What follows belongs to an exercise in optimizing a design on an open flow for small area, a short achievable clock period and few clock cycles per item; a production flow would make more cautious choices. Function was checked by simulation only, so behaviour that the tests miss may differ from the original. Power figures rest on the tool's default switching activity, not on a simulated workload.

## flow/config.mk

```make
export PLATFORM = sky130hd
export DESIGN_NAME = sfu_stream
export DESIGN_NICKNAME = sfu_stream
export VERILOG_FILES = /design/flow/design.v
export SDC_FILE = /design/flow/constraint.sdc
export NUM_CORES = 4
export LEC_CHECK = 0
export CAP_MARGIN = 20
export CORE_AREA = 5 5 365 365
export DIE_AREA = 0 0 370 370
export SETUP_SLACK_MARGIN = 4.3
export SLEW_MARGIN = 20
```

## flow/constraint.sdc

```tcl
create_clock -name core_clock -period 8.0 [get_ports {clk}]
set_input_delay 1.6000 -clock core_clock [delete_from_list [all_inputs] [get_ports {clk}]]
set_output_delay 1.6000 -clock core_clock [all_outputs]
set_load 0.01 [all_outputs]
```

## flow/design.v

```verilog
module sfu_stream #(
  parameter int LANES      = 16,
  parameter int IN_W       = 8,
  parameter int DATA_W     = 16,
  parameter int FRAC_SHIFT = 4,
  parameter int CNT_W      = 16
) (
  input  logic                    clk,
  input  logic                    rst_n,
  input  logic                    in_valid,
  output logic                    in_ready,
  input  logic [LANES*IN_W-1:0]   in_q,
  input  logic [LANES-1:0]        in_obm,
  input  logic [LANES*DATA_W-1:0] in_odelta,
  input  logic [LANES-1:0]        in_sign,
  input  logic [LANES*DATA_W-1:0] in_xprev,
  input  logic                    in_last,
  input  logic                    cfg_relu_en,
  output logic                    out_valid,
  input  logic                    out_ready,
  output logic [LANES*DATA_W-1:0] out_x,
  output logic [LANES*DATA_W-1:0] out_relu,
  output logic [LANES-1:0]        out_ovf,
  output logic [LANES-1:0]        out_sat,
  output logic                    out_last,
  output logic                    tile_done,
  input  logic                    stat_clr,
  output logic [CNT_W-1:0]        stat_outliers,
  output logic [CNT_W-1:0]        stat_err,
  output logic [CNT_W-1:0]        stat_sat
);
  localparam int XW = LANES * DATA_W;
  localparam int HW = LANES / 2;                  
  localparam int HC = $clog2(HW + 1);             
  localparam logic [IN_W-1:0] SENTINEL = {1'b1, {(IN_W-1){1'b0}}};
  logic             inFire, outFire;
  logic             valid_q, seen_q, fresh_q, counted_q, last_q, tileDone_q;
  logic [XW-1:0]    sum_q, relu_q;
  logic [LANES-1:0] ovf_q, sat_q, obm_q, errBits;
  logic [HC-1:0]    outlLo_q, outlHi_q, errLo_q, errHi_q, satLo_q, satHi_q;
  logic [CNT_W-1:0] statOutliers_q, statErr_q, statSat_q;
  logic [XW-1:0]    sum_d, relu_d, x_o;
  logic [LANES-1:0] ovf_d, sat_d;
  function automatic logic [3:0] popcount8(input logic [7:0] v);
    logic [1:0] a0, a1, a2, a3;
    logic [2:0] b0, b1;
    a0 = 2'(v[0]) + 2'(v[1]);
    a1 = 2'(v[2]) + 2'(v[3]);
    a2 = 2'(v[4]) + 2'(v[5]);
    a3 = 2'(v[6]) + 2'(v[7]);
    b0 = 3'(a0) + 3'(a1);
    b1 = 3'(a2) + 3'(a3);
    popcount8 = 4'(b0) + 4'(b1);
  endfunction
  function automatic logic [CNT_W-1:0] satAdd(input logic [CNT_W-1:0] a, input logic [HC-1:0] b,
                                              input logic [HC-1:0] c);
    logic [CNT_W:0] s;
    s = {1'b0, a} + (CNT_W+1)'(b) + (CNT_W+1)'(c);
    satAdd = s[CNT_W] ? '1 : s[CNT_W-1:0];
  endfunction
  function automatic logic [DATA_W:0] addPrefix(input logic [DATA_W-1:0] a, input logic [DATA_W-1:0] b);
    logic [DATA_W-1:0] g, p, t, ng, np;
    logic [DATA_W:0]   s;
    int j;
    g = a & b;
    p = a ^ b;
    t = p;
    for (int l = 0; l < $clog2(DATA_W); l++) begin
      ng = g;
      np = p;
      for (int i = 0; i < DATA_W; i++)
        if ((i >> l) & 1) begin
          j = ((i >> l) << l) - 1;
          ng[i] = g[i] | (p[i] & g[j]);
          np[i] = p[i] & p[j];
        end
      g = ng;
      p = np;
    end
    s[0] = t[0];
    for (int i = 1; i < DATA_W; i++) s[i] = t[i] ^ g[i-1];
    s[DATA_W] = a[DATA_W-1] ^ b[DATA_W-1] ^ g[DATA_W-1];
    addPrefix = s;
  endfunction
  assign outFire  = valid_q & out_ready & (seen_q | in_valid);
  assign in_ready = ~valid_q | out_ready;
  assign inFire   = in_valid & in_ready;
  always_comb begin
    logic [IN_W-1:0]   q;
    logic [DATA_W-1:0] xp, d;
    logic [DATA_W:0]   wide;
    logic              pass;
    sum_d  = '0;
    relu_d = '0;
    ovf_d  = '0;
    sat_d  = '0;
    for (int i = 0; i < LANES; i++) begin
      q    = in_q[i*IN_W +: IN_W];
      xp   = in_xprev[i*DATA_W +: DATA_W];
      ovf_d[i] = (q == SENTINEL);
      if (in_obm[i])     d = in_odelta[i*DATA_W +: DATA_W];
      else if (ovf_d[i]) d = '0;
      else               d = DATA_W'($signed(q)) << FRAC_SHIFT;
      pass = ~cfg_relu_en | in_sign[i];
      wide = addPrefix(xp, d);
      sat_d[i] = pass & (wide[DATA_W] ^ wide[DATA_W-1]);
      relu_d[i*DATA_W +: DATA_W] = pass ? d : '0;
      sum_d[i*DATA_W +: DATA_W]  = pass ? wide[DATA_W-1:0] : xp;
    end
  end
  always_comb begin
    logic [DATA_W-1:0] s;
    for (int i = 0; i < LANES; i++) begin
      s = sum_q[i*DATA_W +: DATA_W];
      x_o[i*DATA_W +: DATA_W] = sat_q[i] ? {~s[DATA_W-1], {(DATA_W-1){s[DATA_W-1]}}} : s;
    end
  end
  always_ff @(posedge clk) begin
    if (inFire) begin
      sum_q     <= sum_d;
      relu_q    <= relu_d;
      ovf_q     <= ovf_d;
      sat_q     <= sat_d;
      last_q    <= in_last;
      obm_q     <= in_obm;
    end
  end
  assign errBits = ovf_q & ~obm_q;
  always_ff @(posedge clk) begin
    outlLo_q <= popcount8(obm_q[HW-1:0]);
    outlHi_q <= popcount8(obm_q[LANES-1:HW]);
    errLo_q  <= popcount8(errBits[HW-1:0]);
    errHi_q  <= popcount8(errBits[LANES-1:HW]);
    satLo_q  <= popcount8(sat_q[HW-1:0]);
    satHi_q  <= popcount8(sat_q[LANES-1:HW]);
  end
  always_ff @(posedge clk or negedge rst_n) begin
    if (!rst_n) begin
      valid_q    <= 1'b0;
      seen_q     <= 1'b0;
      fresh_q    <= 1'b0;
      counted_q  <= 1'b0;
      tileDone_q <= 1'b0;
    end else begin
      valid_q    <= inFire | (valid_q & ~outFire);
      seen_q     <= valid_q & ~outFire;
      fresh_q    <= inFire;
      counted_q  <= fresh_q;
      tileDone_q <= outFire & last_q;
    end
  end
  always_ff @(posedge clk or negedge rst_n) begin
    if (!rst_n) begin
      statOutliers_q <= '0;
      statErr_q      <= '0;
      statSat_q      <= '0;
    end else if (stat_clr) begin
      statOutliers_q <= '0;
      statErr_q      <= '0;
      statSat_q      <= '0;
    end else if (counted_q) begin
      statOutliers_q <= satAdd(statOutliers_q, outlLo_q, outlHi_q);
      statErr_q      <= satAdd(statErr_q, errLo_q, errHi_q);
      statSat_q      <= satAdd(statSat_q, satLo_q, satHi_q);
    end
  end
  assign out_valid     = valid_q & (seen_q | in_valid);
  assign out_x         = x_o;
  assign out_relu      = relu_q;
  assign out_ovf       = ovf_q;
  assign out_sat       = sat_q;
  assign out_last      = last_q;
  assign tile_done     = tileDone_q;
  assign stat_outliers = statOutliers_q;
  assign stat_err      = statErr_q;
  assign stat_sat      = statSat_q;
endmodule
```

## flow/flow/run.sh

```bash
#!/bin/bash
# The standard layout, with each port buffered by a minimum-size buffer (buf_1) instead of the
# delay buffer buffer_ports picks by default; timing repair still resizes any that need it.
set -euo pipefail
export BUFFER_PORTS_ARGS="-buffer_cell sky130_fd_sc_hd__buf_1"
bash standard.sh > standard.log 2>&1
```

## flow/standard.sh

```bash
#!/bin/bash
# synth_recipe.tcl (not shown) runs the flow's synth.tcl, then flattens the netlist and writes it again
# the make line also repeats each setting of config.mk as NAME=value (left out here)
make -C /OpenROAD-flow-scripts/flow DESIGN_CONFIG=/design/flow/config.mk WORK_HOME=/design/flow/orfs CLKGATE_MAP_FILE= SYNTH_SCRIPT=/design/flow/synth_recipe.tcl "${@:-finish}"
```

==> run summary, run 1 <==
Boundary Pins roughly 1300; Tmin final 3.677 ns; row count about 130; CTS tree yes; Syn Nets 5133; worst slack at placement approximately 2.8 ns; Cells after DPL about 7000; r2r setup slk 4.62 ns; growth of design area from synthesis to finish 26.61%; maxcap violations 0; status complete, no violations; met1 WL roughly 72 mm; Slew HR 0.2862; FF-to-FF path depth 10; #FFs+latches synth around 640; routability cong. 0.9692; Final ANT Viol Nets 0; setup ws final about 4.3 ns; slew of the pin with the lowest slew margin between 1 and 1.5 ns; routed length per instance 24.48 microns; Final Cycle Share 0.4597; initial antenna violation count 40; Total Wirelength between 150 and 200 mm; Max clock buf depth 3; Mapped Area a little over 40000 sq um; Setup TNS 0 ns; Initial Util 0.3148; CTS Hold Bufs 0; HP Class reg -> reg; Post-synth top flop edfxtp_1; VDD IR max approximately 0.16 mV; CTS Sinks 638; DRT iter0 DRCs about 3100; DRC 0; grt ovf 0; Distinct cells, synth about 70; Layout Nets approximately 6400; Final Power 11060 uW; TritonCTS Buffers 83; hpwl dp ~140 mm; Via-to-Cell Ratio 5.066; RSZ-0062 raised after global routing true; final slew viol count 0; Worst Path Required 8.49 ns; H-Tree Depth 3; CP startpoint kind primary input; Post-synth EDFFs 561; Die Ht approximately 370 microns; R2R Path Start sat_q[0]; Peak Freq 271.9 MHz; largest net degree at the start of global routing 149; Finished Layout Cells slightly above 7000; Skew-Pair Late Insertion Delay ~0.69 ns; Setup crit end sum_q[47]; CP Class in -> reg; share of cells above drive strength 1 0.09956; Synth Instances between 4000 and 5000; gr usage total 0.2444; # port buffers around 1300; Ys Warns 1; DIE AREA around 140000 sq um; setup violators final 0; crit end category flip-flop; Crit Path Max Fanout 6; Die X around 370 microns; register area share after synthesis 0.4588; power per cell area ~210 nW/um^2; fin util 0.3986; root buf cell clkbuf_16; routed wl met2 about 80 mm; reg2reg end satLo_q[2]; FFs w/ async S/R, synth 0.08307; number of global-route vias before repair 34890; routed vias about 36000; syn_area_per_cell 9.962 sq um; DRT Pass-1 Iters 6; metal3 WL 15.67 mm; Core Area 129200 sq um; WP data arrival about 4.2 ns; Reg clk slew, reported paths around 0.06 ns; Final Hold Fails 0; first-pass GRT wire length around 240 mm; Top Metal Used met5; static leakage a little over 0.02 uW; clock skew 0.04379 ns; CP startpoint in_q[19]
==> worst max-delay path, stage by stage <==
cell	delay (ns)
buf_1	0.11
nor4_1	0.35
nand2_1	0.11
a21oi_2	0.41
nor2_1	0.13
ha_1	0.38
nand2_1	0.07
o21ai_1	0.29
nor4_2	0.11
or3_1	0.39
a31oi_1	0.20
==> layer usage <==
layer  track usage  up-vias
met2        0.3888     1608
met5             0        -
met3       0.05657      288
met1        0.3220    17780
li1              -    16680
met4       0.09923       16
==> sequential cells by signal (all words and copies together) (netlist names), 16 cells and up <==
register        cells
statErr_q          16
statOutliers_q     16
sat_q              16
relu_q            256
statSat_q          16
ovf_q              16
obm_q              16
sum_q             256
==> report_power, final <==
| group | leakage, uW | total (uW) | internal (uW) | switching [uW] |
|---|---|---|---|---|
| Clock | 0.00132 | 3840 | 2280 | 1570 |
| Sequential | 0.00629 | 4200 | 4050 | 146 |
| Combinational | 0.0131 | 3020 | 1100 | 1920 |
| Total | 0.0207 | 11100 | 7430 | 3630 |
==> cell type report <==
type                    count  area (sq um)
fillers                 13090         77680
inverters                 462          1734
flip-flops and latches    638         18650
clock inverters            47         510.5
repair buffers           1352          5554
multi-input cells        2813         20530
well taps                1742          2180
diodes                     22         55.05
clock buffers             102          2265
==> timing repair <==
item,4_1_cts,5_1_grt
pin swaps,2,16
gates resized for setup,105,77
endpoints found under the setup margin,335,105
buffers inserted,18,20
==> worst min path at each step <==
| stage | end | cells past startpoint | slack, ns | start |
|---|---|---|---|---|
| after floorplan | counted_q | 0 | 0.33 | fresh_q |
| after global placement | counted_q | 0 | 0.33 | fresh_q |
| after detailed placement | counted_q | 0 | 0.34 | fresh_q |
| after CTS | counted_q | 0 | 0.36 | fresh_q |
| after global routing | counted_q | 0 | 0.37 | fresh_q |
| final | counted_q | 0 | 0.36 | fresh_q |
==> layout by cell type (no fill, tap or decap), types with 17 or more instances in the layout <==
master	count
buf_1	1239
edfxtp_1	561
inv_1	461
nor2_1	433
o21ai_0	320
nand2_1	279
ha_1	246
a21oi_1	241
and2_1	161
xor2_1	117
nor2b_1	107
clkbuf_16	88
fa_1	85
mux2_2	78
buf_4	67
a21o_1	65
xnor2_1	54
dfrtp_1	53
nand2b_1	44
and3_1	34
mux2i_1	33
nor3_1	30
nand3_1	28
a31oi_1	27
and2_4	25
a21oi_2	25
dfxtp_1	24
a211oi_1	23
diode_2	22
buf_2	20
o211ai_1	19
o21ai_1	18
o31ai_1	18
fa_2	18
a311oi_1	17
==> logic make-up (layout without fill, tap and decap cells) <==
group,Yosys count,count (layout),synth area share
AOI/OAI and AO/OA,891,891,0.1297
xor gates and xnor gates,171,171,0.03684
adders and majority gates,373,373,0.1338
buffers and inverters,630,1963,0.05961
DFF,638,638,0.4588
muxes,125,125,0.03333
other,0,22,0
and+or+nand+nor,1253,1253,0.1479
==> cell usage after synthesis, types with 65 or more instances <==
cell type | count | share of area
nor2_1 | 436 | 0.040
a21oi_1 | 271 | 0.033
o21ai_0 | 354 | 0.044
and2_1 | 186 | 0.029
inv_1 | 462 | 0.043
clkbuf_1 | 159 | 0.015
edfxtp_1 | 561 | 0.41
nor2b_1 | 113 | 0.017
nand2_1 | 290 | 0.027
fa_1 | 103 | 0.051
xor2_1 | 117 | 0.025
a21o_1 | 65 | 0.012
mux2_2 | 83 | 0.023
ha_1 | 270 | 0.083
==> stage by stage <==
step,hold WS (ns),cell area [sq um]
finish,0.3599,51480
detailed placement,0.3441,47860
CTS,0.3637,51010
global route,0.3684,51450
global placement,0.3320,47860
floorplan,0.3312,41670
Testbench counts, summed over its fixed seeds: cycles 9,632, items 9,600.
==> run 2, diff against run 1 <==
--- a/flow/config.mk
+++ b/flow/config.mk
@@ -12 +12,2 @@
 export SLEW_MARGIN = 20
+export TNS_END_PERCENT = 0
==> run summary, run 2 <==
row count roughly 130; TritonCTS Buffers just over 80; Post-synth EDFFs ~560; Setup TNS 0 ns; Slew HR 0.1404; Core Area 129200 sq um; Max clock buf depth 3; DRT iter0 DRCs ~3500; most frequent cells in the layout buf_1 (1264), edfxtp_1 (561), inv_1 (462); routability cong. ~0.98; count leader, synth edfxtp_1; Reg clk slew, reported paths approximately 0.060 ns; cell taking the most area after synthesis edfxtp_1; commonest non-fill, non-tap cell in the layout buf_1; syn_area_per_cell between 9 and 10 sq um; routed length per instance between 20 and 30 microns; Die Ht ~370 microns; CTS Hold Bufs 0; Distinct cells, synth 71; Final ANT Viol Nets 0; WP data arrival about 4.6 ns; Crit Path Max Fanout 18; Synth area leaders edfxtp_1 (41%), ha_1 (8.3%), fa_1 (5.1%); number of global-route vias before repair between 30000 and 40000; grt ovf 0; Die X 370 microns; Via-to-Cell Ratio 5.049; Peak Freq between 200 and 250 MHz; Final Hold Fails 0; met3 usage 0.08994; Total Wirelength around 180 mm; static leakage ~0.02 uW; Largest regs relu_q: 256 flops, sum_q: 256 flops; gr usage total 0.2543; crit end category flip-flop; setup violators final 0; CP startpoint kind primary input; GR peak layer met2; register area share after synthesis 0.4588; # port buffers around 1300; #FFs+latches synth 638; Boundary Pins approximately 1300; growth of design area from synthesis to finish 23.46%; Syn Nets about 5000; largest net degree at the start of global routing about 150; CTS Sinks approximately 640; hpwl dp 152.0 mm; fill count 13220; final slew viol count 0; Initial Util 0.3148; CP Class in -> reg; status complete, no violations; register area about 19000 sq um; M2 GR Usage 0.4073; root buf cell clkbuf_16; HP Class reg -> reg; Mapped Area ~41000 sq um; RSZ-0062 raised after global routing true; share of cells above drive strength 1 0.05697; CTS tree yes; first-pass GRT wire length 250.0 mm; Cells after DPL 6974; FFs w/ async S/R, synth 0.08307; Synth Instances between 4000 and 5000; DIE AREA approximately 140000 sq um; Finished Layout Cells about 7000; Final Cycle Share 0.5272; Layout Nets 6377; Final Power 10920 uW; DRT Pass-1 Iters 7; Multi-input gate area 19620 sq um; routed vias between 30000 and 40000; met1 track demand over resource 0.3128; Tmin final between 4 and 5 ns; commonest cells in the netlist edfxtp_1 (561), inv_1 (462), nor2_1 (436), o21ai_0 (354), nand2_1 (290); power per cell area between 200 and 250 nW/um^2; Synth top area share 0.4144; slew of the pin with the lowest slew margin between 1 and 1.5 ns; maxcap violations 0; Skew-Pair Late Insertion Delay roughly 0.7 ns; Post-synth top flop edfxtp_1; clock skew around 0.046 ns; DRC 0; Ys Warns 1; Worst Path Required approximately 8.4 ns; H-Tree Depth 3; initial antenna violation count between 50 and 60; VDD IR max approximately 0.17 mV
run 2: repair_timing:
item	in CTS	in global routing
endpoints found under the setup margin	353	364
resized for setup	2	11
gates cloned	0	0
buffers inserted	5	4
run 2: metrics by stage:
step,utilization,hold slack [ns],cell area [sq um],setup slack [ns]
2_1_floorplan,-,0.3312,40670,1.934
3_3_place_gp,0.3664,0.3334,47330,3.050
3_5_place_dp,0.3665,0.3426,47330,2.993
4_1_cts,0.3875,0.3583,50050,3.645
5_1_grt,0.3883,0.3683,50150,3.652
6_report,0.3886,0.3542,50190,3.783
run 2: power by group:
group,internal [uW],total (uW),leakage [uW],switching (uW)
combinational,1030,2940,0.0127,1910
clock,2160,3780,0.00129,1620
sequential,4050,4200,0.00629,147
total,7250,10900,0.0203,3670
run 2: final timing paths:
path,from,end,slack (ns),depth (start not counted)
max,in_obm[11],sat_q[11],3.78,12
min,fresh_q,counted_q,0.35,0
max reg2reg,sat_q[3],satLo_q[2],4.53,9
min reg2reg,fresh_q,counted_q,0.35,0
max in group asynchronous,rst_n,statErr_q[1],6.37,2
min in group asynchronous,rst_n,statSat_q[13],1.06,2
run 2: logic make-up (layout without fill, tap and decap cells):
kind of cell / count (synthesis) / after routing / synth area share
AOI/OAI and AO/OA: 891 / 891 / 0.1297
xor gates and xnor gates: 171 / 171 / 0.03684
adders and majority gates: 373 / 373 / 0.1338
buffers and inverters: 630 / 1938 / 0.05961
DFF: 638 / 638 / 0.4588
muxes: 125 / 125 / 0.03333
other: 0 / 37 / 0
and+or+nand+nor: 1253 / 1253 / 0.1479
run 2: critical path, stage by stage:
cell	delay [ns]
buf_1	0.07
buf_4	0.20
and2_1	0.18
ha_1	0.21
fa_1	0.42
a21o_1	0.19
a21oi_1	0.29
o211ai_1	0.24
a211oi_1	0.62
o211ai_1	0.31
mux2i_1	0.23
nor2_1	0.06
run 2: per-layer routing:
metal	up-vias	wire, microns
li1	16640	-
met2	1596	84250
met4	26	7775
met1	17610	71850
met5	-	173
met3	319	19670
run 2: final cells by class:
cell class,instances,share of cell area
Antenna cell,37,0.001845
Clock buffer,107,0.04335
Clock inverter,41,0.009971
Inverter,462,0.03455
Multi-Input combinational cell,2813,0.3909
Sequential cell,638,0.3716
Tap cell,1742,0.04342
Timing Repair Buffer,1328,0.1043
==> run 3, diff against run 2 <==
--- a/flow/config.mk
+++ b/flow/config.mk
@@ -9,5 +9,6 @@
 export CORE_AREA = 5 5 365 365
+export CTS_BUF_LIST = sky130_fd_sc_hd__clkbuf_4 sky130_fd_sc_hd__clkbuf_8
 export DIE_AREA = 0 0 370 370
+export GPL_ROUTABILITY_DRIVEN = 0
 export SETUP_SLACK_MARGIN = 4.3
 export SLEW_MARGIN = 20
-export TNS_END_PERCENT = 0
==> run summary, run 3 <==
FFs w/ async S/R, synth 0.08307; cell taking the most area after synthesis edfxtp_1; H-Tree Depth 3; DRT Pass-1 Iters 6; Reg clk slew, reported paths roughly 0.07 ns; Die Ht about 370 microns; Setup TNS 0 ns; Ys Warns 1; Boundary Pins approximately 1300; Via-to-Cell Ratio around 5; power per cell area 207.8 nW/um^2; syn_area_per_cell 9.962 sq um; status complete, no violations; DIE AREA roughly 140000 sq um; Initial Util 0.3148; slew of the pin with the lowest slew margin 1.125 ns; commonest cells in the netlist edfxtp_1 (561), inv_1 (462), nor2_1 (436), o21ai_0 (354), nand2_1 (290); growth of design area from synthesis to finish 25.94%; max incr delay on CP about 0.47 ns; WP data arrival between 2 and 2.5 ns; Final ANT Viol Nets 0; DRT iter0 DRCs approximately 3100; Max clock buf depth 3; Core Area between 100000 and 150000 sq um; maxcap violations 0; Synth top area share 0.4144; grt ovf 0; Crit path max-delay family buffers and inverters; static leakage slightly above 0.02 uW; routed length per instance 24.11 microns; hpwl dp approximately 140 mm; Worst path slowest cell edfxtp_1; CTS Sinks approximately 640; TritonCTS Buffers ~120; met3 usage 0.07574; share of cells above drive strength 1 0.1162; CTS Hold Bufs 0; # port buffers between 1000 and 1500; M2 GR Usage 0.3814; gr usage total 0.2414; Synth Instances 4081; RSZ-0062 raised after global routing true; Skew-Pair Late Insertion Delay ~0.84 ns; Total Wirelength roughly 170 mm; Syn Nets just over 5000; met1 track demand over resource 0.3074; first-pass GRT wire length roughly 240 mm; CP Class reg -> out; row count 132; Layout Nets 6427; VDD IR max 0.1238 mV; Post-synth EDFFs roughly 560; DRC 0; setup violators final 0; GR peak layer met2; fin util 0.3964; number of global-route vias before repair around 35000; routed vias roughly 36000; final slew viol count 0; Die X approximately 370 microns; register area share after synthesis 0.4588; root buf cell clkbuf_8; Worst Path Required 6.40 ns; Tmin final around 3.7 ns; Slew HR 0.2501; Final Hold Fails 0; Buf/Inv on CP 3; Crit Path Max Fanout 3; count leader, synth edfxtp_1; Post-synth top flop edfxtp_1; crit path cell chain buf_12 -> buf_4 -> o21ai_4 -> buf_1; Largest regs relu_q: 256 flops, sum_q: 256 flops; initial antenna violation count 44; CTS tree yes; #FFs+latches synth ~640; commonest non-fill, non-tap cell in the layout buf_1; Peak Freq around 270 MHz; Final Cycle Share 0.4648; CP startpoint kind flip-flop; Synth area leaders edfxtp_1 (41%), ha_1 (8.3%), fa_1 (5.1%); HP Class reg -> reg; most frequent cells in the layout buf_1 (1180), edfxtp_1 (561), inv_1 (461); clock skew between 0.07 and 0.08 ns; largest net degree at the start of global routing 148; Mapped Area a little over 40000 sq um; Distinct cells, synth 71; crit end category primary output
run 3: cell counts after synthesis:
No cell type changed its count.
run 3: metrics by stage:
stage / setup WS [ns] / hold WS [ns] / power, uW / cell area, sq um / instances
3_5_place_dp: 2.892 / 0.3365 / 7191 / 47860 / 6969
3_3_place_gp: 2.920 / 0.3329 / 7120 / 47840 / 6968
6_report: 4.282 / 0.3564 / 10640 / 51200 / 7231
2_1_floorplan: 1.934 / 0.3312 / 6068 / 41670 / 4081
4_1_cts: 4.068 / 0.3520 / 10680 / 50850 / 7200
5_1_grt: 4.172 / 0.3723 / 11200 / 51170 / 7218
run 3: repair_timing:
action | 4_1_cts | 5_1_grt
endpoints found under the setup margin | 291 | 114
resized for setup | 189 | 117
pin swaps | 1 | 8
buffers inserted | 24 | 4
run 3: path summary, 6_finish.rpt:
kind	from	end	slack (ns)	cells past startpoint
worst max register to register	sat_q[0]	satLo_q[2]	4.56	11
worst max-delay path	sat_q[4]	out_x[69]	4.28	4
max in group asynchronous	rst_n	statSat_q[8]	6.56	2
min in group asynchronous	rst_n	statErr_q[11]	0.96	2
worst min-delay path	fresh_q	counted_q	0.36	0
worst min register to register	fresh_q	counted_q	0.36	0
run 3: power by group:
| part | switching [uW] | internal, uW | leakage [uW] | total [uW] |
|---|---|---|---|---|
| registers | 147 | 4050 | 0.00629 | 4200 |
| clock network | 1550 | 1840 | 0.00127 | 3390 |
| logic | 1920 | 1130 | 0.0132 | 3050 |
| total | 3620 | 7020 | 0.0208 | 10600 |
run 3: layout make-up:
type                       count  area (sq um)
fill                       13120         77950
multi-input combinational   2813         20530
sequential                   638         18650
timing repair buffer        1343          5620
tap                         1742          2180
clock buffer                 146          1853
inverter                     462          1734
clock inverter                61         565.5
antenna                       26         65.06
run 3: kinds of logic after synthesis:
| kind of cell | after synthesis | synth area share |
|---|---|---|
| DFF | 638 | 0.4588 |
| muxes | 125 | 0.03333 |
| AOI/OAI and AO/OA | 891 | 0.1297 |
| adders and majority gates | 373 | 0.1338 |
| and+or+nand+nor | 1253 | 0.1479 |
| xor gates and xnor gates | 171 | 0.03684 |
| buffers and inverters | 630 | 0.05961 |
run 3: metal layers:
metal,vias up,share of wire
met1,17590,0.40
met4,28,0.045
met3,354,0.10
met5,-,0.0011
met2,1656,0.45
li1,16720,-
==> run 4, diff against run 3 <==
--- a/flow/design.v
+++ b/flow/design.v
@@ -89,3 +89,3 @@
     logic [IN_W-1:0]   q;
-    logic [DATA_W-1:0] xp, d;
+    logic [DATA_W-1:0] xp, d, r;
     logic [DATA_W:0]   wide;
@@ -104,6 +104,7 @@
       pass = ~cfg_relu_en | in_sign[i];
-      wide = addPrefix(xp, d);
-      sat_d[i] = pass & (wide[DATA_W] ^ wide[DATA_W-1]);
-      relu_d[i*DATA_W +: DATA_W] = pass ? d : '0;
-      sum_d[i*DATA_W +: DATA_W]  = pass ? wide[DATA_W-1:0] : xp;
+      r    = pass ? d : '0;
+      wide = addPrefix(xp, r);
+      sat_d[i] = wide[DATA_W] ^ wide[DATA_W-1];
+      relu_d[i*DATA_W +: DATA_W] = r;
+      sum_d[i*DATA_W +: DATA_W]  = wide[DATA_W-1:0];
     end
--- a/flow/config.mk
+++ b/flow/config.mk
@@ -9,5 +9,3 @@
 export CORE_AREA = 5 5 365 365
-export CTS_BUF_LIST = sky130_fd_sc_hd__clkbuf_4 sky130_fd_sc_hd__clkbuf_8
 export DIE_AREA = 0 0 370 370
-export GPL_ROUTABILITY_DRIVEN = 0
 export SETUP_SLACK_MARGIN = 4.3
==> run summary, run 4 <==
Worst Path Required 8.41 ns; Via-to-Cell Ratio about 5; first-pass GRT wire length roughly 230 mm; metal3 WL 16.04 mm; count leader, synth edfxtp_1; Initial Util 0.2887; clock skew between 0.02 and 0.025 ns; Die Ht 370 microns; VDD IR max 0.1556 mV; slew of the pin with the lowest slew margin ~1.2 ns; Top Metal Used met5; Slew HR 0.2011; TritonCTS Buffers 80; Final Cycle Share 0.4821; #FFs+latches synth 638; routed vias 32670; grt ovf 0; cell taking the most area after synthesis edfxtp_1; register area share after synthesis 0.5003; Switch Pwr between 3000 and 4000 uW; setup violators final 0; syn_area_per_cell 11.08 sq um; Comb pwr share 0.273; WHS Path Cells 0; Ys Warns 1; DRT iter0 DRCs around 3000; number of global-route vias before repair between 30000 and 40000; Tmin final 3.857 ns; Synth area leaders edfxtp_1 (45%), ha_1 (9.1%), fa_1 (5.5%); setup ws final ~4.1 ns; Flop pwr share 0.378; # port buffers roughly 1300; hpwl dp around 140 mm; most frequent cells in the layout buf_1 (1237), edfxtp_1 (561), inv_1 (510); Reg clk slew, reported paths 0.06 ns; DIE AREA about 140000 sq um; HP Class reg -> reg; worst slack at placement approximately 2.8 ns; share of cells above drive strength 1 0.1242; CP startpoint kind primary input; maxcap violations 0; power per cell area roughly 230 nW/um^2; WP data arrival between 4 and 5 ns; DRT Pass-1 Iters 7; status complete, no violations; Skew-Pair Late Insertion Delay ~0.7 ns; Sw Share 0.3257; H-Tree Depth 3; Total Wirelength between 150 and 200 mm; gr usage total 0.2375; routed length per instance around 26 microns; routability cong. 0.9692; Largest regs relu_q: 256 flops, sum_q: 256 flops; Boundary Pins approximately 1300; commonest cells in the netlist edfxtp_1 (561), inv_1 (512), o21ai_0 (308), ha_1 (270), a21oi_1 (219); Synth Instances about 3400; CTS tree yes; commonest non-fill, non-tap cell in the layout buf_1; Post-synth EDFFs approximately 560; Final Hold Fails 0; row count roughly 130; root buf cell clkbuf_16; DRC 0; routed wl met2 ~77 mm; Mapped Area roughly 37000 sq um; Post-synth top flop edfxtp_1; CP Class in -> reg; crit end category flip-flop; initial antenna violation count 30; Synth top area share 0.4518; Final ANT Viol Nets 0; Layout Nets 5789; static leakage around 0.020 uW; CTS Sinks approximately 640; Max clock buf depth 3; met1 WL roughly 71 mm; Crit Path Max Fanout 7; RSZ-0062 raised after global routing true; final slew viol count 0; Distinct cells, synth between 60 and 70; Clk pwr share 0.349; largest net degree at the start of global routing between 150 and 200; Syn Nets between 4000 and 5000; Setup TNS 0 ns; Peak Freq 259.3 MHz; FFs w/ async S/R, synth 0.08307; Die X between 300 and 400 microns; Core Area ~130000 sq um; FF-to-FF path depth 11; growth of design area from synthesis to finish 33.00%; Int Power 7572 uW
run 4: cell count changes in the layout (fill, tap and decap cells not counted), sizes merged, moves of 40 or more:
| cell | delta |
|---|---|
| mux2 | -67 |
| and2 | -182 |
| and3 | +53 |
| clkbuf | -49 |
| nor2b | -76 |
| a21oi | -52 |
| mux2i | +74 |
| nand2 | -218 |
| o21ai | -40 |
| nor2 | -235 |
| inv | +51 |
| buf | +69 |
run 4: final cells by class:
cell class | instances | area (sq um)
clock inverter | 45 | 621.8
sequential | 638 | 18650
fill | 13050 | 79570
clock buffer | 100 | 2160
inverter | 512 | 1922
multi-input combinational | 2096 | 17920
timing repair buffer | 1409 | 6098
antenna | 13 | 32.53
tap | 1742 | 2180
run 4: power by group through the flow:
stage               clock network (uW)  registers, uW  logic (uW)
CTS                               4010           4240        2970
floorplan                            0           4330        1640
finish                            3920           4240        3070
global placement                     0           4340        2790
detailed placement                   0           4340        2840
global route                      4140           4270        3350
run 4: logic make-up after synthesis:
kind of cell,synth area share
compound gates,0.1198
xor+xnor,0.04228
fa+ha+maj,0.1459
buf+inv,0.06373
flops,0.5003
mux,0.03597
simple gates,0.09202
run 4: path summary, 6_finish.rpt:
check | from | endpoint | slack, ns
worst max-delay path | cfg_relu_en | sum_q[233] | 4.14
worst min-delay path | fresh_q | counted_q | 0.35
worst max register to register | sat_q[1] | satLo_q[2] | 4.51
worst min register to register | fresh_q | counted_q | 0.35
max in group asynchronous | rst_n | counted_q | 6.36
min in group asynchronous | rst_n | statErr_q[9] | 1.11
run 4: layer usage:
| metal | GRT usage | vias up |
|---|---|---|
| li1 | - | 14700 |
| met1 | 0.3109 | 16130 |
| met2 | 0.3700 | 1528 |
| met3 | 0.06798 | 303 |
| met4 | 0.09751 | 14 |
| met5 | 0 | - |
run 4: worst max-delay path, cell delays in order:
cell and delay, ns:
clkbuf_16 0.14, buf_12 0.13, buf_16 0.14, buf_12 0.11, nand2b_4 0.06, and3_4 0.18, ha_4 0.16, fa_2 0.37
a21o_1 0.20, nand4_1 0.15, buf_4 0.14, nand2_2 0.04, a21o_1 0.17, a21o_1 0.16, fa_2 0.33, xor2_1 0.17
run 4: per-stage QoR:
step | area, sq um | utilization | total power (uW) | hold WS (ns) | std cells
after floorplan | 38490 | - | 5971 | 0.3312 | 3364
after global placement | 44800 | 0.3469 | 7135 | 0.3309 | 6287
after detailed placement | 44810 | 0.3470 | 7185 | 0.3363 | 6288
after CTS | 48520 | 0.3757 | 11230 | 0.3508 | 6486
after global routing | 49570 | 0.3838 | 11760 | 0.3593 | 6548
final | 49590 | 0.3839 | 11230 | 0.3480 | 6555
run 4: what timing repair did:
item | 4_1_cts | 5_1_grt
gates cloned | 1 | 0
setup endpoints to repair | 387 | 84
pin swaps | 27 | 80
setup buffers | 52 | 56
hold buffers | 0 | 0
gates resized for setup | 147 | 152
Testbench counts of run 4, summed over its fixed seeds: cycles 9,632, items 9,600.
==> run 5, diff against run 4 <==
--- a/flow/design.v
+++ b/flow/design.v
@@ -91,3 +91,3 @@
     logic [DATA_W:0]   wide;
-    logic              pass;
+    logic              pass, qs;
     sum_d  = '0;
@@ -100,5 +100,5 @@
       ovf_d[i] = (q == SENTINEL);
-      if (in_obm[i])     d = in_odelta[i*DATA_W +: DATA_W];
-      else if (ovf_d[i]) d = '0;
-      else               d = DATA_W'($signed(q)) << FRAC_SHIFT;
+      qs   = q[IN_W-1] & (|q[IN_W-2:0]);
+      d    = in_obm[i] ? in_odelta[i*DATA_W +: DATA_W]
+                       : {{(DATA_W-IN_W-FRAC_SHIFT+1){qs}}, q[IN_W-2:0], {FRAC_SHIFT{1'b0}}};
       pass = ~cfg_relu_en | in_sign[i];
==> run summary, run 5 <==
status complete, no violations; Die X roughly 370 microns; setup ws final 4.168 ns; post-synthesis xor/xnor area fraction 0.04379; CTS Sinks 638; Crit path max-delay family adder cells; critical path depth 15; met3 usage 0.07711; hold path start fresh_q; final slew viol count 0; post-synthesis adder-cell area fraction 0.1462; Synth top area share 0.4528; CP startpoint kind primary input; setup violators final 0; WP data arrival around 4.4 ns; r2r setup slk around 4.7 ns; post-synthesis mux area share 0.03578; DRT Pass-1 Iters 5; CTS tree yes; Worst Hold End counted_q; #FFs+latches synth 638; Synth area leaders edfxtp_1 (45%), ha_1 (9.1%), inv_1 (5.6%); share of cells above drive strength 1 0.1269; max incr delay on CP roughly 0.42 ns; power per cell area between 200 and 250 nW/um^2; FF-to-FF path depth 11; hpwl dp 145.1 mm; routability cong. between 0.9 and 1; worst slack at placement between 2 and 3 ns; Simple-Gate Fraction of Synth Area 0.08895; Skew-Pair Late Insertion Delay between 0.6 and 0.7 ns; count leader, synth edfxtp_1; Crit Path Max Fanout 7; DIE AREA roughly 140000 sq um; Post-synth EDFFs about 560; number of global-route vias before repair around 32000; routed length per instance ~27 microns; Setup TNS 0 ns; Core Area 129200 sq um; Mapped Area about 37000 sq um; GR peak layer met2; Post-synth top flop edfxtp_1; root buf cell clkbuf_16; reg2reg end satLo_q[2]; Die Ht approximately 370 microns; Boundary Pins roughly 1300; Buf/Inv on CP 4; Tmin final approximately 3.8 ns; largest net degree at the start of global routing about 150; Worst path slowest cell fa_1; Initial Util 0.2881; FFs w/ async S/R, synth 0.08307; Layout Nets ~5800; syn_area_per_cell approximately 11 sq um; Distinct cells, synth between 60 and 70; R2R Path Start sat_q[1]; Reg clk slew, reported paths about 0.06 ns; clock skew roughly 0.028 ns; Final ANT Viol Nets 0; post-synthesis compound-gate area fraction 0.1181; Synth Instances 3389; row count 132; routed vias between 30000 and 40000; # port buffers around 1300; commonest non-fill, non-tap cell in the layout buf_1; Final Cycle Share 0.4790; WHS Path Cells 0; gr usage total 0.2413; static leakage between 0.02 and 0.025 uW; commonest cells in the netlist edfxtp_1 (561), inv_1 (553), o21ai_0 (298), ha_1 (270), nor2_1 (233); crit end category flip-flop; Worst Path Required around 8.5 ns; VDD IR max roughly 0.14 mV; Peak Freq between 200 and 300 MHz; DRC 0; growth of design area from synthesis to finish 32.48%; Total Wirelength ~170 mm; TritonCTS Buffers just under 80; met1 track demand over resource 0.3222; crit path cell chain clkbuf_16 -> buf_4 -> buf_8 -> nand2b_4 -> and3_4 -> ha_2 -> fa_2 -> a211oi_4 -> o21bai_1 -> a21oi_2 -> nor2b_1 -> o21a_1 -> nor2_1 -> fa_1 -> inv_1; RSZ-0062 raised after global routing true; CTS Hold Bufs 0; Final Hold Fails 0; initial antenna violation count 20; Max clock buf depth 3; first-pass GRT wire length around 240 mm; Ys Warns 1; H-Tree Depth 3; Largest regs relu_q: 256 flops, sum_q: 256 flops; largest family of logic cells by synthesized area adder cells; HP Class reg -> reg; fill count approximately 13000; DRT iter0 DRCs between 2000 and 3000; cell taking the most area after synthesis edfxtp_1; register area share after synthesis 0.5014; grt ovf 0; most frequent cells in the layout buf_1 (1224), edfxtp_1 (561), inv_1 (548); slew of the pin with the lowest slew margin around 1.1 ns; M2 GR Usage 0.3767; CP Class in -> reg; Syn Nets ~4400; Via-to-Cell Ratio 4.980; Slew HR 0.2498; fin util 0.3816; maxcap violations 0
-- run 5: changes by cell type after synthesis, moves of 22 or more --
cell and delta:
inv_1 +41, xnor2_1 +37, nand2_1 +34, nor2_1 +32, xor2_1 -31, nand2b_1 -22
-- run 5: kinds of logic after synthesis --
kind of cell | Yosys count
compound gates | 738
simple gates | 675
buf+inv | 650
flops | 638
fa+ha+maj | 373
xor+xnor | 186
mux | 129
-- run 5: layout make-up --
type	count	area [sq um]	area share
multi-input cells	2101	17830	0.3617
clock buffers	101	2156	0.04374
flip-flops and latches	638	18650	0.3784
repair buffers	1396	6000	0.1217
diodes	10	25.02	0.0005077
well taps	1742	2180	0.04422
clock inverters	42	371.6	0.007539
inverters	554	2079	0.04219
-- run 5: how the worst max path moves through the flow --
stage / to / start / slack, ns
after floorplan: last_q / out_ready / 1.93
after global placement: sum_q[248] / cfg_relu_en / 2.79
after CTS: out_x[25] / sum_q[31] / 4.16
after detailed placement: sum_q[248] / cfg_relu_en / 2.74
after global routing: sum_q[136] / cfg_relu_en / 4.14
final: sum_q[136] / cfg_relu_en / 4.17
-- run 5: routing by layer --
metal  vias to the layer above  wire length, microns
met1                     16300                 72670
met5                         -                    53
met3                       238                 18510
li1                      14730                     -
met2                      1509                 78720
met4                         8                  5042
-- run 5: worst reg2reg max path: cells and delay by family, from the launching register on --
kind	cells	cell delay (ns)
fa+ha+maj	5	2.06
buf+inv	5	0.59
flops	1	0.42
xor+xnor	1	0.14
-- run 5: power by group --
| part | internal (uW) | switching (uW) |
|---|---|---|
| logic | 1090 | 2000 |
| clock network | 2090 | 1480 |
| registers | 4080 | 159 |
| total | 7270 | 3630 |
-- run 5: per-stage QoR --
step	hold slack (ns)	instances	instance area, sq um	total power (uW)
floorplan	0.3312	3389	38480	5980
global placement	0.3337	6338	44920	7161
detailed placement	0.3449	6338	44930	7206
CTS	0.3570	6520	48180	10880
global route	0.3606	6578	49270	11410
finish	0.3527	6584	49290	10900
-- run 5: timing repair --
action,in CTS,in global routing
endpoints found under the setup margin,389,79
gates cloned,1,0
resized for setup,161,143
setup buffers,38,54
endpoints found under the hold margin,0,0
pin swaps,16,70
Testbench counts of run 5, summed over its fixed seeds: cycles 9,632, items 9,600.
==> run 6, diff against run 5 <==
--- a/flow/config.mk
+++ b/flow/config.mk
@@ -9,2 +9,3 @@
 export CORE_AREA = 5 5 365 365
+export CTS_BUF_LIST = sky130_fd_sc_hd__clkbuf_4 sky130_fd_sc_hd__clkbuf_8
 export DIE_AREA = 0 0 370 370
==> run summary, run 6 <==
static leakage between 0.02 and 0.025 uW; root buf cell clkbuf_8; slew of the pin with the lowest slew margin 1.082 ns; cell taking the most area after synthesis edfxtp_1; VDD IR max between 0.1 and 0.15 mV; # port buffers 1274; DRC 0; crit end category flip-flop; Total Wirelength around 170 mm; #FFs+latches synth ~640; Core Area between 100000 and 150000 sq um; power per cell area ~220 nW/um^2; Largest regs relu_q: 256 flops, sum_q: 256 flops; Switch Pwr around 3700 uW; Buf/Inv on CP 1; Die X 370 microns; Die Ht 370 microns; Syn Nets roughly 4400; number of global-route vias before repair between 30000 and 40000; first-pass GRT wire length 234.5 mm; status complete, no violations; fill count ~13000; Distinct cells, synth slightly below 70; DRT iter0 DRCs roughly 2900; TritonCTS Buffers about 120; commonest non-fill, non-tap cell in the layout buf_1; Boundary Pins 1275; Post-synth EDFFs around 560; Int Power 6817 uW; Worst path slowest cell nor4_2; Crit Path Max Fanout 5; Clk pwr share 0.303; share of cells above drive strength 1 0.1326; gr usage total 0.2401; CP Class in -> reg; CP startpoint kind primary input; count leader, synth edfxtp_1; routed length per instance between 20 and 30 microns; worst slack at placement approximately 2.7 ns; growth of design area from synthesis to finish 30.37%; Reg clk slew, reported paths roughly 0.06 ns; Flop pwr share 0.405; Skew-Pair Late Insertion Delay roughly 0.85 ns; Ys Warns 1; DIE AREA roughly 140000 sq um; hpwl dp between 100 and 150 mm; Setup TNS 0 ns; commonest cells in the netlist edfxtp_1 (561), inv_1 (553), o21ai_0 (298), ha_1 (270), nor2_1 (233); final slew viol count 0; Mapped Area approximately 37000 sq um; maxcap violations 0; syn_area_per_cell between 10 and 15 sq um; Synth top area share 0.4528; DRT Pass-1 Iters 6; Synth Instances about 3400; Tmin final about 3.8 ns; Peak Freq ~260 MHz; row count roughly 130; register area share after synthesis 0.5014; clock skew roughly 0.07 ns; grt ovf 0; RSZ-0062 raised after global routing true; Max clock buf depth 3; H-Tree Depth 3; setup ws final about 4.2 ns; Layout Nets about 5800; Post-synth top flop edfxtp_1; Slew HR 0.2786; Synth area leaders edfxtp_1 (45%), ha_1 (9.1%), inv_1 (5.6%); Sw Share 0.3499; setup violators final 0; hold slack ~0.35 ns; Final ANT Viol Nets 0; Worst Path Required roughly 8.6 ns; routability cong. about 0.99; HP Class reg -> reg; CTS Sinks roughly 640; Final Cycle Share 0.4735; max incr delay on CP around 0.50 ns; initial antenna violation count 21; most frequent cells in the layout buf_1 (1180), edfxtp_1 (561), inv_1 (549); Crit path max-delay family compound AO/OA/AOI/OAI gates; routed vias 32660; CTS tree yes; WP data arrival ~4.4 ns; FFs w/ async S/R, synth 0.08307; Comb pwr share 0.292; Final Hold Fails 0; Via-to-Cell Ratio ~4.9; largest net degree at the start of global routing between 150 and 200; Initial Util 0.2881; crit path cell chain buf_1 -> nor4_2 -> a21boi_0 -> o21ai_2 -> a21oi_1 -> ha_1 -> nand2_1 -> nor2_1 -> o2111ai_1 -> o211ai_1 -> a41oi_2 -> mux2_4
==> run 6: changes by cell type in the layout (fill, tap and decap cells not counted), sizes merged <==
cell | previous run | this run
buf | 1383 | 1331
bufinv | 6 | 1
clkbuf | 114 | 178
clkdlybuf4s15 | 0 | 1
clkinv | 34 | 48
clkinvlp | 1 | 4
diode | 10 | 8
inv | 555 | 556
==> run 6: kinds of logic after synthesis <==
| logic type | Yosys count | share of synthesized area |
|---|---|---|
| and+or+nand+nor | 675 | 0.08895 |
| AOI/OAI and AO/OA | 738 | 0.1181 |
| buffers and inverters | 650 | 0.06578 |
| DFF | 638 | 0.5014 |
| adders and majority gates | 373 | 0.1462 |
| xor gates and xnor gates | 186 | 0.04379 |
| muxes | 129 | 0.03578 |
==> run 6: final timing paths <==
path	start	to	slack [ns]	cells past startpoint
max	in_q[4]	sat_q[0]	4.21	12
min	fresh_q	counted_q	0.35	0
max reg2reg	sat_q[3]	satLo_q[2]	4.59	11
min reg2reg	fresh_q	counted_q	0.35	0
max in group asynchronous	rst_n	statErr_q[2]	6.59	2
min in group asynchronous	rst_n	statOutliers_q[14]	0.94	2
==> run 6: worst register-to-register path: cells and delay by family, from the launching register on <==
kind | cells | cell delay [ns]
xor+xnor | 1 | 0.14
fa+ha+maj | 5 | 2.02
buf+inv | 5 | 0.59
flops | 1 | 0.50
==> run 6: power groups by stage <==
| stage | Clock, uW | Sequential [uW] | Combinational, uW |
|---|---|---|---|
| final | 3170 | 4250 | 3070 |
| after global routing | 3410 | 4270 | 3340 |
| after CTS | 3270 | 4250 | 3010 |
| after detailed placement | 0 | 4340 | 2870 |
| after global placement | 0 | 4340 | 2820 |
| after floorplan | 0 | 4330 | 1650 |
==> run 6: per-layer routing <==
metal  vias up  GRT usage  routed length (microns)
met2      1563     0.3709                    77230
met5         -          0                       44
met4         6    0.07578                     5966
met3       248    0.07555                    18130
met1     16120     0.3217                    73420
li1      14730          -                        -
==> run 6: metrics by stage <==
step           std cells  power (uW)  cell area, sq um  utilization
2_1_floorplan       3389        5980             38480            -
3_5_place_dp        6338        7206             44930       0.3478
5_1_grt             6604       11030             48490       0.3755
4_1_cts             6580       10520             48010       0.3718
6_report            6608       10490             48500       0.3755
3_3_place_gp        6338        7161             44920       0.3478
==> run 6: cell type report <==
type                            instances  area, sq um  area share
Antenna cell                            8        20.02   0.0004127
Timing Repair Buffer                 1348         5762      0.1188
Sequential cell                       638        18650      0.3846
Clock buffer                          162         1986     0.04094
Clock inverter                         55        326.6    0.006733
Tap cell                             1742         2180     0.04494
Inverter                              554         2079     0.04287
Multi-Input combinational cell       2101        17500      0.3607
==> run 6: repair_timing <==
| item | in CTS | in global routing |
|---|---|---|
| gates cloned | 0 | 3 |
| endpoints found under the setup margin | 340 | 96 |
| resized for setup | 259 | 99 |
| pin swaps | 2 | 15 |
| hold buffers | 0 | 0 |
| setup buffers | 25 | 17 |
==> run 7, diff against run 6 <==
--- a/flow/config.mk
+++ b/flow/config.mk
@@ -11,3 +11,3 @@
 export DIE_AREA = 0 0 370 370
-export SETUP_SLACK_MARGIN = 4.3
+export SETUP_SLACK_MARGIN = 4.5
 export SLEW_MARGIN = 20
==> run summary, run 7 <==
status complete, no violations; maxcap violations 0; initial antenna violation count 24; DRC 0; #FFs+latches synth 638; H-Tree Depth 3; Die Ht around 370 microns; syn_area_per_cell roughly 11 sq um; DIE AREA approximately 140000 sq um; # port buffers ~1300; Initial Util 0.2881; Cells after DPL 6338; Skew-Pair Late Insertion Delay around 0.85 ns; CTS tree yes; Reg clk slew, reported paths ~0.06 ns; HP Class reg -> reg; grt ovf 0; row count between 100 and 150; cell taking the most area after synthesis edfxtp_1; DRT iter0 DRCs approximately 2700; Post-synth top flop edfxtp_1; max incr delay on CP around 0.36 ns; fin util 0.4146; Crit Path Max Fanout 7; gr usage total 0.2470; slew of the pin with the lowest slew margin just over 1 ns; FFs w/ async S/R, synth 0.08307; Boundary Pins ~1300; Mapped Area about 37000 sq um; Synth top area share 0.4528; Tmin final ~3.7 ns; first-pass GRT wire length 241.4 mm; Die X approximately 370 microns; WP data arrival 4.20 ns; Total Wirelength about 180 mm; count leader, synth edfxtp_1; static leakage 0.02236 uW; Core Area roughly 130000 sq um; commonest non-fill, non-tap cell in the layout buf_1; Largest regs relu_q: 256 flops, sum_q: 256 flops; Distinct cells, synth 68; Final ANT Viol Nets 0; register area share after synthesis 0.5014; VDD IR max roughly 0.13 mV; Setup TNS 0 ns; Finished Layout Cells 6788; CTS Sinks between 600 and 700; root buf cell clkbuf_8; crit path cell chain clkbuf_16 -> buf_4 -> buf_12 -> nor2b_4 -> buf_4 -> nor2_1 -> ha_1 -> nor3_1 -> nor2_1 -> o41a_1 -> a311o_1 -> a21oi_2 -> mux2_4; crit end category flip-flop; Layout Nets about 6000; final slew viol count 0; DRT Pass-1 Iters 6; setup violators final 0; RSZ-0062 raised after global routing true; clock skew 0.07355 ns; Worst path slowest cell ha_1; Max clock buf depth 3; number of global-route vias before repair between 30000 and 40000; Via-to-Cell Ratio approximately 5.0; Worst Path Required approximately 8.5 ns; routed vias 33810; growth of design area from synthesis to finish 43.93%; hpwl dp 145.1 mm; Post-synth EDFFs 561; share of cells above drive strength 1 0.2374; Ys Warns 1; Final Cycle Share 0.4589; routed length per instance 26.51 microns; Final Hold Fails 0; Peak Freq 272.4 MHz; Synth area leaders edfxtp_1 (45%), ha_1 (9.1%), inv_1 (5.6%); CP startpoint kind primary input; TritonCTS Buffers approximately 120; CP Class in -> reg; largest net degree at the start of global routing approximately 150; Slew HR 0.3071; commonest cells in the netlist edfxtp_1 (561), inv_1 (553), o21ai_0 (298), ha_1 (270), nor2_1 (233); routability cong. 0.9921; Syn Nets 4441; most frequent cells in the layout buf_1 (1018), edfxtp_1 (561), inv_1 (546); Synth Instances about 3400; power per cell area 208.0 nW/um^2
[run 7: path summary, 6_finish.rpt]
| path | slack (ns) | to | startpoint | cells after the start |
|---|---|---|---|---|
| setup / recovery | 4.33 | sat_q[13] | cfg_relu_en | 13 |
| hold / removal | 0.35 | counted_q | fresh_q | 0 |
| setup reg to reg | 4.56 | satHi_q[2] | sat_q[9] | 11 |
| hold reg to reg | 0.35 | counted_q | fresh_q | 0 |
| max in group asynchronous | 6.58 | statSat_q[0] | rst_n | 2 |
| min in group asynchronous | 0.95 | statOutliers_q[14] | rst_n | 2 |
[run 7: layout make-up]
cell class	count	area [sq um]
well taps	1742	2180
repair buffers	1510	8677
clock inverters	55	326.6
fillers	12630	75610
multi-input cells	2114	19620
inverters	554	2079
flip-flops and latches	638	18650
diodes	13	32.53
clock buffers	162	1986
[run 7: metal layers]
metal | track usage | up-vias | wire length [microns]
met1 | 0.3297 | 16720 | 75000
met4 | 0.08873 | 12 | 7239
met5 | 0 | - | 76
met3 | 0.07389 | 298 | 17590
li1 | - | 15150 | -
met2 | 0.3808 | 1638 | 80030
[run 7: kinds of logic (layout without fill, tap and decap cells)]
group	count (synthesis)	count (layout)	share of synthesized area
fa+ha+maj	373	373	0.1462
buf+inv	650	2281	0.06578
mux	129	129	0.03578
simple gates	675	688	0.08895
other cells	0	13	0
xor+xnor	186	186	0.04379
flops	638	638	0.5014
compound gates	738	738	0.1181
[run 7: timing repair]
item / CTS / global route
gates cloned: 21 / 9
setup endpoints to repair: 433 / 264
gates resized for setup: 923 / 433
hold buffers: 0 / 0
pin swaps: 54 / 129
buffers inserted: 94 / 96
[run 7: where the power goes]
group	internal [uW]	switching, uW
clock network	1650	1540
registers	4090	163
logic	1490	2210
[run 7: worst max-delay path, delay by kind of cell]
family	cells	cell delay (ns)
compound gates	3	0.65
fa+ha+maj	1	0.36
buf+inv	4	0.60
mux	1	0.31
simple gates	4	0.66
[run 7: metrics by stage]
stage | hold slack [ns] | instance area (sq um) | total power [uW] | setup WS, ns
6_report | 0.3507 | 53550 | 11140 | 4.329
3_3_place_gp | 0.3337 | 44920 | 7161 | 2.786
4_1_cts | 0.3579 | 50850 | 10900 | 4.317
3_5_place_dp | 0.3449 | 44930 | 7206 | 2.739
2_1_floorplan | 0.3312 | 38480 | 5980 | 1.934
5_1_grt | 0.3617 | 53530 | 11670 | 4.233
==> run 8, diff against run 7 <==
--- a/flow/config.mk
+++ b/flow/config.mk
@@ -11,3 +11,3 @@
 export DIE_AREA = 0 0 370 370
-export SETUP_SLACK_MARGIN = 4.5
+export SETUP_SLACK_MARGIN = 4.1
 export SLEW_MARGIN = 20
==> run summary, run 8 <==
FFs w/ async S/R, synth 0.08307; Initial Util 0.2881; RSZ-0062 raised after global routing true; share of cells above drive strength 1 0.1039; most frequent cells in the layout buf_1 (1242), edfxtp_1 (561), inv_1 (552); slew of the pin with the lowest slew margin roughly 1.1 ns; CP startpoint kind primary input; Mapped Area 37200 sq um; DRC 0; max incr delay on CP between 0.6 and 0.7 ns; Syn Nets between 4000 and 5000; Post-synth top flop edfxtp_1; initial antenna violation count 44; Via-to-Cell Ratio between 4 and 5; FF-to-FF path depth 9; clock skew about 0.077 ns; setup violators final 0; DRT iter0 DRCs roughly 3000; power per cell area around 220 nW/um^2; Post-synth EDFFs 561; Worst path slowest cell mux2i_1; H-Tree Depth 3; # port buffers about 1300; #FFs+latches synth 638; Synth top area share 0.4528; Final Hold Fails 0; largest net degree at the start of global routing 163; Skew-Pair Late Insertion Delay ~0.86 ns; Tmin final roughly 3.9 ns; commonest cells in the netlist edfxtp_1 (561), inv_1 (553), o21ai_0 (298), ha_1 (270), nor2_1 (233); Reg clk slew, reported paths 0.06 ns; count leader, synth edfxtp_1; CP Class in -> reg; Final ANT Viol Nets 0; Crit Path Max Fanout 18; row count roughly 130; register area share after synthesis 0.5014; Layout Nets roughly 5800; reg2reg end errLo_q[2]; commonest non-fill, non-tap cell in the layout buf_1; maxcap violations 0; Setup TNS 0 ns; Final Cycle Share 0.4880; number of global-route vias before repair about 32000; syn_area_per_cell approximately 11 sq um; CTS Hold Bufs 0; hold slack ~0.34 ns; Synth area leaders edfxtp_1 (45%), ha_1 (9.1%), inv_1 (5.6%); r2r setup slk around 4.7 ns; Core Area about 130000 sq um; routed vias ~33000; gr usage total 0.2433; DRT Pass-1 Iters 6; Crit path max-delay family multiplexers; Buf/Inv on CP 2; Synth Instances approximately 3400; DIE AREA 136900 sq um; grt ovf 0; Ys Warns 1; Boundary Pins ~1300; crit end category flip-flop; Slew HR 0.2821; Distinct cells, synth about 70; cell taking the most area after synthesis edfxtp_1; Worst Path Required ~8.6 ns; VDD IR max 0.1663 mV; HP Class reg -> reg; CTS Sinks 638; fill count around 13000; Die Ht around 370 microns; Total Wirelength around 170 mm; growth of design area from synthesis to finish 28.32%; Die X roughly 370 microns; routed length per instance 26.47 microns; WP data arrival 4.52 ns; final slew viol count 0; first-pass GRT wire length 236.0 mm; static leakage approximately 0.020 uW; crit path cell chain buf_1 -> buf_4 -> mux2i_1 -> nor2_1 -> ha_1 -> a211oi_1 -> nor2_1 -> o41ai_2 -> a2bb2oi_2 -> o221ai_2 -> mux2_2; WHS Path Cells 0; Worst Hold End counted_q; status complete, no violations; hpwl dp 147.7 mm; CTS tree yes; Peak Freq approximately 260 MHz; root buf cell clkbuf_8; R2R Path Start obm_q[1]; most frequent CP cell nor2_1; routability cong. between 1 and 1.5; Max clock buf depth 3; Largest regs relu_q: 256 flops, sum_q: 256 flops; TritonCTS Buffers between 100 and 150; hold path start fresh_q
[run 8: changes by cell type in the layout (fill, tap and decap cells not counted), moves of 19 or more]
| cell | before | now |
|---|---|---|
| buf_1 | 1018 | 1242 |
| buf_12 | 29 | 2 |
| buf_2 | 89 | 21 |
| buf_4 | 151 | 49 |
| buf_6 | 187 | 0 |
| nand2_8 | 27 | 0 |
| o21ai_0 | 59 | 247 |
| o21ai_1 | 57 | 38 |
| o21ai_2 | 94 | 13 |
| o21ai_4 | 88 | 0 |
[run 8: kinds of logic after synthesis]
| kind of cell | after synthesis | synth area share |
|---|---|---|
| adder cells (fa/ha/maj) | 373 | 0.1462 |
| buffers and inverters | 650 | 0.06578 |
| XOR/XNOR | 186 | 0.04379 |
| AO/OA/AOI/OAI | 738 | 0.1181 |
| flip-flops | 638 | 0.5014 |
| multiplexers | 129 | 0.03578 |
| AND/OR/NAND/NOR | 675 | 0.08895 |
[run 8: metal layers]
metal,GRT usage,routed length [microns],vias up
met5,0,181,-
met4,0.08642,6684,28
met3,0.07243,16340,301
met2,0.3930,80410,1511
met1,0.3103,71010,15990
li1,-,-,14700
[run 8: area by class of cell]
type,instances,area (sq um),area share
clock buffer,173,2093,0.04385
multi-input combinational,2101,17050,0.3571
antenna,14,35.03,0.0007338
inverter,554,2079,0.04356
sequential,638,18650,0.3907
clock inverter,48,386.6,0.008098
timing repair buffer,1326,5265,0.1103
tap,1742,2180,0.04565
[run 8: per-stage QoR]
step	util	power [uW]	worst slack, ns	instances	cell area (sq um)
6_report	0.3696	10550	4.096	6596	47740
2_1_floorplan	-	5978	1.934	3389	38440
3_3_place_gp	0.3475	7167	2.006	6337	44890
3_5_place_dp	0.3478	7209	2.719	6339	44910
4_1_cts	0.3686	10650	4.100	6578	47610
5_1_grt	0.3695	11110	4.087	6588	47720
[run 8: where the power goes]
part	total, uW	leakage (uW)	switching [uW]	internal, uW
clock network	3360	0.00130	1540	1820
registers	4240	0.00629	150	4090
logic	2950	0.0121	1940	1010
[run 8: what timing repair did]
| action | in CTS | in global routing |
|---|---|---|
| gates cloned | 0 | 0 |
| setup endpoints to repair | 289 | 52 |
| buffers inserted | 18 | 4 |
| gates resized for setup | 58 | 31 |
| hold endpoints to repair | 0 | 0 |
| pin swaps | 0 | 2 |
[run 8: worst max path at each step]
stage	slack, ns	end	cells after the start	from
after floorplan	1.93	last_q	2	out_ready
after global placement	2.01	sat_q[12]	12	in_q[100]
after detailed placement	2.72	sat_q[6]	11	cfg_relu_en
after CTS	4.10	out_x[176]	4	sat_q[11]
after global routing	4.09	sat_q[0]	11	in_obm[0]
final	4.10	sat_q[12]	11	in_obm[12]
==> run 9, diff against run 8 <==
--- a/flow/config.mk
+++ b/flow/config.mk
@@ -10,4 +10,6 @@
 export CTS_BUF_LIST = sky130_fd_sc_hd__clkbuf_4 sky130_fd_sc_hd__clkbuf_8
+export CTS_CLUSTER_DIAMETER = 40
+export CTS_CLUSTER_SIZE = 10
 export DIE_AREA = 0 0 370 370
-export SETUP_SLACK_MARGIN = 4.1
+export SETUP_SLACK_MARGIN = 4.3
 export SLEW_MARGIN = 20
==> run summary, run 9 <==
status complete, no violations; Clk pwr share 0.350; fin util 0.3806; WHS Path Cells 0; maxcap violations 0; Core Area 129200 sq um; Die Ht 370 microns; post-synthesis xor/xnor area fraction 0.04379; grt ovf 0; Mapped Area around 37000 sq um; Total Wirelength 174.3 mm; register area share after synthesis 0.5014; CP startpoint kind primary input; post-synthesis compound-gate area fraction 0.1181; post-synthesis mux area share 0.03578; Largest regs relu_q: 256 flops, sum_q: 256 flops; Comb pwr share 0.273; crit path cell chain buf_1 -> buf_4 -> mux2i_1 -> nor2_1 -> ha_1 -> nand2_1 -> o21ai_1 -> a21oi_2 -> nor2_1 -> o21a_1 -> nor2_2 -> fa_1 -> xnor2_1; Flop pwr share 0.377; routed length per instance about 26 microns; DRT iter0 DRCs 2934; Crit path max-delay family adder cells; Slew HR 0.2713; R2R Path Start sat_q[3]; r2r setup slk between 4 and 5 ns; Worst Path Required roughly 8.6 ns; clock skew about 0.052 ns; slew of the pin with the lowest slew margin about 1.1 ns; share of cells above drive strength 1 0.1391; Worst path slowest cell mux2i_1; cell taking the most area after synthesis edfxtp_1; Tmin final around 3.7 ns; Final ANT Viol Nets 0; routability cong. just under 1; final slew viol count 0; DRT Pass-1 Iters 7; H-Tree Depth 3; count leader, synth edfxtp_1; static leakage 0.02038 uW; setup violators final 0; crit end category flip-flop; FFs w/ async S/R, synth 0.08307; Boundary Pins ~1300; Sw Share 0.3390; Max clock buf depth 3; power per cell area 229.0 nW/um^2; reg2reg end satLo_q[2]; TritonCTS Buffers between 100 and 150; Ys Warns 1; growth of design area from synthesis to finish 32.11%; #FFs+latches synth around 640; Setup TNS 0 ns; largest family of logic cells by synthesized area adder cells; WP data arrival about 4.3 ns; routed vias ~33000; Peak Freq 267.9 MHz; FF-to-FF path depth 11; Int Power 7441 uW; Skew-Pair Late Insertion Delay between 0.8 and 0.9 ns; Distinct cells, synth 68; Post-synth top flop edfxtp_1; commonest non-fill, non-tap cell in the layout buf_1; CP Class in -> reg; Initial Util 0.2881; Synth area leaders edfxtp_1 (45%), ha_1 (9.1%), inv_1 (5.6%); commonest cells in the netlist edfxtp_1 (561), inv_1 (553), o21ai_0 (298), ha_1 (270), nor2_1 (233); first-pass GRT wire length around 230 mm; Syn Nets roughly 4400; max incr delay on CP about 0.50 ns; Die X roughly 370 microns; number of global-route vias before repair ~32000; most frequent CP cell nor2_1; syn_area_per_cell 10.98 sq um; root buf cell clkbuf_8; Final Hold Fails 0; Layout Nets between 5000 and 6000; most frequent cells in the layout buf_1 (1169), edfxtp_1 (561), inv_1 (549); Final Cycle Share 0.4665; Switch Pwr between 3000 and 4000 uW; largest net degree at the start of global routing approximately 150; fill count roughly 13000; initial antenna violation count 23; hpwl dp around 150 mm; Simple-Gate Fraction of Synth Area 0.08895; CTS Hold Bufs 0; VDD IR max about 0.19 mV; Worst Hold End counted_q; row count 132; Buf/Inv on CP 2; post-synthesis adder-cell area fraction 0.1462; Synth top area share 0.4528; CTS Sinks roughly 640; gr usage total 0.2398; # port buffers ~1300; Reg clk slew, reported paths 0.06 ns; HP Class reg -> reg; DIE AREA 136900 sq um; Post-synth EDFFs 561; hold path start fresh_q; CTS tree yes; RSZ-0062 raised after global routing true; Crit Path Max Fanout 18; Synth Instances approximately 3400; Via-to-Cell Ratio 4.938; DRC 0
-- run 9: changes by cell type in the layout (fill, tap and decap cells not counted), moves of 13 or more --
cell        before   now
clkinv_1        30    13
o21ai_0        247   196
o21ai_1         38    57
buf_4           49    89
clkbuf_4        46    14
clkinvlp_4       2    15
buf_1         1242  1169
buf_2           21    60
o21ai_2         13    35
bufinv_16        4    21
-- run 9: cell type report --
type | count | area (sq um) | share of cell area
flip-flops and latches | 638 | 18650 | 0.3795
clock buffers | 139 | 1844 | 0.03752
inverters | 554 | 2079 | 0.04231
diodes | 12 | 30.03 | 0.0006110
well taps | 1742 | 2180 | 0.04434
multi-input cells | 2101 | 17530 | 0.3566
repair buffers | 1348 | 5725 | 0.1165
clock inverters | 87 | 1114 | 0.02266
-- run 9: through the flow --
stage / setup slack (ns) / hold WS [ns] / std cells / power (uW) / instance area (sq um)
after floorplan: 1.934 / 0.3312 / 3389 / 5980 / 38480
after global placement: 2.786 / 0.3337 / 6338 / 7161 / 44920
after detailed placement: 2.739 / 0.3449 / 6338 / 7206 / 44930
after CTS: 4.171 / 0.3584 / 6589 / 11300 / 48710
after global routing: 4.254 / 0.3622 / 6617 / 11790 / 49140
final: 4.268 / 0.3542 / 6621 / 11260 / 49150
-- run 9: power groups by stage --
| stage | registers (uW) | clock network, uW | logic, uW |
|---|---|---|---|
| 2_1_floorplan | 4330 | 0 | 1650 |
| 3_3_place_gp | 4340 | 0 | 2820 |
| 3_5_place_dp | 4340 | 0 | 2870 |
| 4_1_cts | 4250 | 4030 | 3020 |
| 5_1_grt | 4270 | 4180 | 3340 |
| 6_report | 4240 | 3940 | 3070 |
-- run 9: kinds of logic after synthesis --
family | Yosys count
simple gates | 675
buf+inv | 650
mux | 129
flops | 638
xor+xnor | 186
compound gates | 738
fa+ha+maj | 373
-- run 9: per-layer routing --
layer	up-vias	GRT usage	share of wire
li1	14740	-	-
met1	16090	0.3238	0.42
met2	1601	0.3683	0.44
met3	261	0.07262	0.10
met4	2	0.07868	0.036
met5	-	0	0.000069
-- run 9: worst max path at each step --
stage,from,endpoint,slack [ns],depth (start not counted)
after floorplan,out_ready,last_q,1.93,2
after global placement,cfg_relu_en,sum_q[248],2.79,14
after detailed placement,cfg_relu_en,sum_q[248],2.74,14
after CTS,cfg_relu_en,sum_q[248],4.17,14
after global routing,cfg_relu_en,sum_q[248],4.25,14
final,in_obm[15],sum_q[249],4.27,13
-- run 9: timing repair --
item / CTS / global route
buffers inserted: 25 / 18
cloned: 0 / 2
gates resized for setup: 289 / 77
pin swaps: 4 / 9
setup endpoints to repair: 346 / 78

==> re-timing with driven ports <==
The flow's constraints put no driver on any port. The routed layouts listed below were extracted and timed again, unchanged, in two steps.
Step 1 sets driving cells, clkbuf_16 on the clock port and buf_2 on the other inputs (assumed; they add their load-dependent delay and slew).
Step 2 times the ports against the registers' clock, not the clock port: input delays grow and output delays shrink by t, the midpoint of the rising clock arrivals with the driver on.
Slacks: no drivers / after step 1 / after step 2; pairs: no drivers / after step 1.
run	t (ns)	slack for setup (ns)	hold slack, ns	worst setup path at the end	cell pins on the clock port's net
run 1	0.734	4.323 / 4.290 / 3.557	0.360 / 0.360 / 0.360	input to register	1
run 2	0.754	3.783 / 3.725 / 3.086	0.354 / 0.354 / 0.354	input to register	1
run 3	0.863	4.282 / 4.212 / 3.475	0.356 / 0.356 / 0.356	input to register	1
run 4	0.734	4.143 / 4.142 / 3.408	0.348 / 0.348 / 0.348	input to register	1
run 5	0.730	4.168 / 3.985 / 3.255	0.353 / 0.353 / 0.353	input to register	1
run 6	0.885	4.212 / 4.125 / 3.240	0.351 / 0.351 / 0.351	input to register	1
run 7	0.881	4.329 / 4.155 / 3.274	0.351 / 0.351 / 0.351	input to register	1
run 8	0.903	4.096 / 4.093 / 3.234	0.345 / 0.345 / 0.345	input to register	1
run 9	0.883	4.268 / 4.123 / 3.240	0.354 / 0.354 / 0.354	input to register	1
After both steps every run listed still meets setup and hold. The setup slack of run 7, which loses most, moves by -0.174 ns with the drivers and by -1.055 ns with both steps.
